Context: an optimization exercise on an open-source flow, tuned for small area, a short achievable clock period and few clock cycles per item. The choices shown serve that exercise and are no tape-out recipe.
Only simulation tests tie the RTL to the original design; equivalence was not proved.

== JK ==
// epoch_seconds_to_date
module epoch_seconds_to_date (
    input  logic        i_clk,
    input  logic        i_rst_n,
    input  logic        start,
    output logic        busy,
    input  logic [31:0] i_epoch_seconds,
    output logic        o_done,
    output logic [11:0] o_year,
    output logic [3:0]  o_month,
    output logic [4:0]  o_day,
    output logic [4:0]  o_hour,
    output logic [5:0]  o_minute,
    output logic [5:0]  o_second
);
Size: about 1,100 cells after synthesis, roughly 340 flip-flops, roughly 75 I/O pins, ~14,000 µm² of cells after synthesis.
clock: 7.0 ns
lec_check: 0
cap_margin: 20
core_margin: 2
core_utilization: 40
cts_buf_list: sky130_fd_sc_hd__clkbuf_4 sky130_fd_sc_hd__clkbuf_8
setup_slack_margin: 4.45
slew_margin: 20
synth_hierarchical: 1
run.sh (not shown) runs the stock make flow with config.mk's settings and CLKGATE_MAP_FILE= SYNTH_SCRIPT=/design/flow/synth_recipe.tcl, a recipe that flattens the netlist after the stock synthesis.
Every stage of the flow completed for JK, and the final layout passed the timing, DRC and antenna checks.
Testbench counts of JK, summed over its fixed seeds: cycles 16,056, items 16,000.
Relative to JK, the following input files were edited for MS:
Settings: changing SETUP_SLACK_MARGIN from 4.45 to 4.7.
Results
Looking at met3 layer usage reported by global route across JK and MS, the one that comes out lower is JK. A cell type of the slowest stage on the worst timing path of sky130_fd_sc_hd__fa_2 is what MS shows, while sky130_fd_sc_hd__fa_1 belongs to JK. Diff JK -> MS: setup slack moved down, fraction of area in multi-input gates level, final area moved up, wire length moved up. In MS the non-filler instance count after layout turned out 45 higher than in JK.
--- input diff MS..AL ---
Settings: CTS_CLUSTER_SIZE: unset -> 24; SETUP_SLACK_MARGIN: 4.7 -> 4.45; CTS_BUF_LIST: sky130_fd_sc_hd__clkbuf_4 sky130_fd_sc_hd__clkbuf_8 -> sky130_fd_sc_hd__clkbuf_8 sky130_fd_sc_hd__clkbuf_16; CTS_CLUSTER_DIAMETER: unset -> 120.
Findings:
- Per the comparison of AL with MS, synthesis-to-finish area growth went down 11 points; worst setup slack for register-to-register paths held; fmax held; layout filler cell count went up 114.
- From MS to AL the numbers moved as follows: hold slack +0.015 ns; utilization -4.3 points; buffers inserted during post-CTS setup optimization -36.
### AL -> TR
Settings: CTS_CLUSTER_SIZE changed from 24 to 20; CTS_CLUSTER_DIAMETER removed (was 120); CTS_BUF_LIST changed from sky130_fd_sc_hd__clkbuf_8 sky130_fd_sc_hd__clkbuf_16 to sky130_fd_sc_hd__clkbuf_2 sky130_fd_sc_hd__clkbuf_4.
### Flow results
- Status | AL and TR | clean
- Via density per instance for TR: 0.92% down relative to AL
- Compared with AL, in TR met2 wirelength from detailed routing went up about 0.7%; met3 layer wire length in the routed design +about 80%.
- Relative to AL, final area has increased by 2.2% in TR.
- TR has count of plain and timing-repair buffers in the layout below what AL had.
- Going from AL to TR, the number of H-tree levels was found to have gone up by 2.
Here is what was changed in the inputs of PW compared with TR.
Settings: CTS_CLUSTER_SIZE no longer set, was 20; ABC_AREA now 1, previously not set; CTS_BUF_LIST now sky130_fd_sc_hd__clkbuf_4 sky130_fd_sc_hd__clkbuf_8, was sky130_fd_sc_hd__clkbuf_2 sky130_fd_sc_hd__clkbuf_4.
## What came out
PW against TR: standard cell area after detailed placement saw an increase; maximum frequency saw an increase; synthesized-area fraction occupied by ao, oa, aoi and oai cells saw a decrease; number of buffers created by CTS saw a decrease.
r7_306 as the timing startpoint of the critical path was reported by TR, and r2_27 by PW.

* * *

Setup of run A:
epoch_seconds_to_date, a different RTL version from the one above (not shown whole).
Size: about 1,000 cells after synthesis, about 330 flip-flops, roughly 75 I/O pins.
clock: 7.0 ns
lec_check: 0
cap_margin: 20
core_margin: 2
core_utilization: 55
cts_buf_list: sky130_fd_sc_hd__clkbuf_8 sky130_fd_sc_hd__clkbuf_16
cts_cluster_diameter: 120
cts_cluster_size: 30
place_density: 0.7
setup_slack_margin: 4.45
slew_margin: 20
synth_hierarchical: 1
standard.sh (not shown) runs the stock make flow with config.mk's settings and CLKGATE_MAP_FILE= SYNTH_SCRIPT=/design/flow/synth_recipe.tcl, a recipe that flattens the netlist after the stock synthesis.
==> flow/flow/run.sh <==
#!/bin/bash
# The standard layout (standard.sh, unchanged synthesis and steps), with
# one difference: the buffers that the standard flow puts on every input and
# output port are made of sky130_fd_sc_hd__buf_1 instead of the delay buffer
# clkdlybuf4s50_1 that buffer_ports picks by default.  Every port still gets
# its own buffer; timing repair may resize them as usual.
set -euo pipefail
export BUFFER_PORTS_ARGS="-buffer_cell sky130_fd_sc_hd__buf_1"
bash standard.sh finish > standard.log 2>&1
Run A went all the way through synthesis, placement and routing and the layout is clean on timing, DRC and antenna.
Testbench counts of run A, summed over its fixed seeds: cycles 16,056, items 16,000.
The inputs of run B differ from those of run A as listed below.
# run A
export LEC_CHECK = 0
export CAP_MARGIN = 20
export CORE_MARGIN = 2
export CORE_UTILIZATION = 55
export CTS_BUF_LIST = sky130_fd_sc_hd__clkbuf_8 sky130_fd_sc_hd__clkbuf_16
export CTS_CLUSTER_DIAMETER = 120
export CTS_CLUSTER_SIZE = 30
export PLACE_DENSITY = 0.7
export SETUP_SLACK_MARGIN = 4.45
export SLEW_MARGIN = 20
export SYNTH_HIERARCHICAL = 1
create_clock -name core_clock -period 7.0 [get_ports {i_clk}]
# run B
export LEC_CHECK = 0
export CAP_MARGIN = 20
export CORE_MARGIN = 2
export CORE_UTILIZATION = 40
export CTS_BUF_LIST = sky130_fd_sc_hd__clkbuf_8 sky130_fd_sc_hd__clkbuf_16
export CTS_CLUSTER_DIAMETER = 120
export CTS_CLUSTER_SIZE = 30
export SETUP_SLACK_MARGIN = 4.45
export SLEW_MARGIN = 20
export SYNTH_HIERARCHICAL = 1
create_clock -name core_clock -period 7.0 [get_ports {i_clk}]
==> flow/run.sh (new file) <==
#!/bin/bash
# synth_recipe.tcl (not shown) runs the flow's synth.tcl, then flattens the netlist and writes it again
# the make line also repeats each setting of config.mk as NAME=value (left out here)
make -C /OpenROAD-flow-scripts/flow DESIGN_CONFIG=/design/flow/config.mk WORK_HOME=/design/flow/orfs CLKGATE_MAP_FILE= SYNTH_SCRIPT=/design/flow/synth_recipe.tcl finish
removed: flow/flow/run.sh
removed: flow/standard.sh
--- outcome ---
When run B is measured against run A, its critical path depth turns out 6 higher.
In run B, net total in the final layout is lower than in run A.
Of the two candidates, run A has the better area of all placed cells without fillers and run B the worse one.
Of run A and run B, the higher cell area reported after detailed placement belongs to run B.
Run B: layout-stage area growth over the synthesis result is 3.9 points higher than what run A reported.
Between run A and run B, the starting density of the core is higher for run A.
From run A to run B the numbers moved as follows: synthesized netlist net count neither gained nor lost much.
Status: final worst-path setup slack parity (run A, run B)
Compared with run A, run B shows a lower global-route usage.
Against run A, final wirelength in run B came out worse.
--- input diff run B..run C ---
# run B
export LEC_CHECK = 0
export CAP_MARGIN = 20
export CORE_MARGIN = 2
export CORE_UTILIZATION = 40
export CTS_BUF_LIST = sky130_fd_sc_hd__clkbuf_8 sky130_fd_sc_hd__clkbuf_16
export CTS_CLUSTER_DIAMETER = 120
export CTS_CLUSTER_SIZE = 30
export SETUP_SLACK_MARGIN = 4.45
export SLEW_MARGIN = 20
export SYNTH_HIERARCHICAL = 1
create_clock -name core_clock -period 7.0 [get_ports {i_clk}]
# run C
export LEC_CHECK = 0
export CAP_MARGIN = 20
export CORE_MARGIN = 2
export CORE_UTILIZATION = 55
export CTS_BUF_LIST = sky130_fd_sc_hd__clkbuf_8 sky130_fd_sc_hd__clkbuf_16
export CTS_CLUSTER_DIAMETER = 120
export CTS_CLUSTER_SIZE = 30
export PLACE_DENSITY = 0.7
export SETUP_SLACK_MARGIN = 4.55
export SLEW_MARGIN = 20
export SYNTH_HIERARCHICAL = 1
create_clock -name core_clock -period 7.0 [get_ports {i_clk}]
### Flow results
Run C was carried through to the last stage, and its layout satisfied the timing, DRC and antenna checks. Clock skew: run C > run B. From run B to run C the numbers moved as follows: required time at the worst-slack endpoint neither gained nor lost much; utilization moved up. Compared with run B, run C ends up with less cell area. In the metrics for run B and run C, the one carrying the higher sequential share of layout area is run C. When the final numbers for run B and run C were put side by side, the worst setup slack turned out to be smaller in run B. Routability-driven placement congestion ratio, run C vs run B: down by a few percent. In the tables for run B and run C, layout overhead on the synthesized area reads higher with run B. The global-route usage reported for run C is greater than that of run B by 4.3 points.
Here is what was changed in the inputs of run D compared with run C.
# run C
export LEC_CHECK = 0
export CAP_MARGIN = 20
export CORE_MARGIN = 2
export CORE_UTILIZATION = 55
export CTS_BUF_LIST = sky130_fd_sc_hd__clkbuf_8 sky130_fd_sc_hd__clkbuf_16
export CTS_CLUSTER_DIAMETER = 120
export CTS_CLUSTER_SIZE = 30
export PLACE_DENSITY = 0.7
export SETUP_SLACK_MARGIN = 4.55
export SLEW_MARGIN = 20
export SYNTH_HIERARCHICAL = 1
create_clock -name core_clock -period 7.0 [get_ports {i_clk}]
# run D
export LEC_CHECK = 0
export CAP_MARGIN = 20
export CORE_MARGIN = 2
export CORE_UTILIZATION = 55
export CTS_BUF_LIST = sky130_fd_sc_hd__clkbuf_8 sky130_fd_sc_hd__clkbuf_16
export CTS_CLUSTER_DIAMETER = 120
export CTS_CLUSTER_SIZE = 30
export PLACE_DENSITY = 0.7
export SETUP_SLACK_MARGIN = 4.45
export SLEW_MARGIN = 20
export SYNTH_HIERARCHICAL = 1
create_clock -name core_clock -period 7.0 [get_ports {i_clk}]
Results
- From run C to run D the numbers moved as follows: global-route met1 utilization -0.94 points; least setup slack across all paths after layout ~0 delta; clock-cell share of area ~0 delta; layout overhead on the synthesized area -0.32 points.
Input changes introduced in run E (baseline for comparison: run D):
# run D
export LEC_CHECK = 0
export CAP_MARGIN = 20
export CORE_MARGIN = 2
export CORE_UTILIZATION = 55
export CTS_BUF_LIST = sky130_fd_sc_hd__clkbuf_8 sky130_fd_sc_hd__clkbuf_16
export CTS_CLUSTER_DIAMETER = 120
export CTS_CLUSTER_SIZE = 30
export PLACE_DENSITY = 0.7
export SETUP_SLACK_MARGIN = 4.45
export SLEW_MARGIN = 20
export SYNTH_HIERARCHICAL = 1
create_clock -name core_clock -period 7.0 [get_ports {i_clk}]
# run E
export LEC_CHECK = 0
export CAP_MARGIN = 20
export CORE_MARGIN = 2
export CORE_UTILIZATION = 55
export CTS_BUF_LIST = sky130_fd_sc_hd__clkbuf_8 sky130_fd_sc_hd__clkbuf_16
export CTS_CLUSTER_DIAMETER = 120
export CTS_CLUSTER_SIZE = 30
export PLACE_DENSITY = 0.7
export SETUP_SLACK_MARGIN = 4.6
export SLEW_MARGIN = 20
export SYNTH_HIERARCHICAL = 1
create_clock -name core_clock -period 7.0 [get_ports {i_clk}]
Notes after the runs:
- As of run E, final area had risen slightly compared to run D.
- Die area: run E vs run D identical
- Delta (run E minus run D): post-place setup slack up 0.15 ns; worst setup slack decreased 0.0082 ns; maximum clock frequency now sits lower.
- Per the comparison of run E with run D, total of hold buffers inserted after clock tree synthesis was more or less identical; area after synthesis was more or less identical.
- Against run D, run E comes in 7 higher on non-filler instance count after layout.

## what the ideal ports hide
No port has a modelled driver above. Below, the same layouts with a new extraction and two added sets of constraints. Step 1: set_driving_cell puts a clkbuf_16 on i_clk and a buf_2 on each other input, an assumption about the parent block. Step 2 also shifts input and output timing later by t, the mid clock arrival at the registers, as if the neighbouring blocks saw the same clock. Slacks: ideal ports / drivers / drivers and shift; pairs: ideal ports / drivers.
run	t (ns)	setup slack, ns	pins driven straight from the clock port
JK	0.645	4.547 / 4.509 / 4.464	1
MS	0.670	4.520 / 4.488 / 4.493	1
AL	0.544	4.513 / 4.464 / 4.476	1
TR	0.772	4.422 / 4.381 / 4.470	1
PW	0.665	4.487 / 4.484 / 4.478	1
run A	0.529	4.481 / 4.481 / 4.481	1
run B	0.536	4.479 / 4.474 / 4.354	1
run C	0.532	4.495 / 4.495 / 4.390	1
run D	0.532	4.496 / 4.466 / 4.397	1
run E	0.534	4.488 / 4.488 / 4.415	1
After both steps setup and hold are still met in every run listed. The setup slack of run B, which loses most, moves by -0.005 ns with the drivers and by -0.125 ns with both steps.
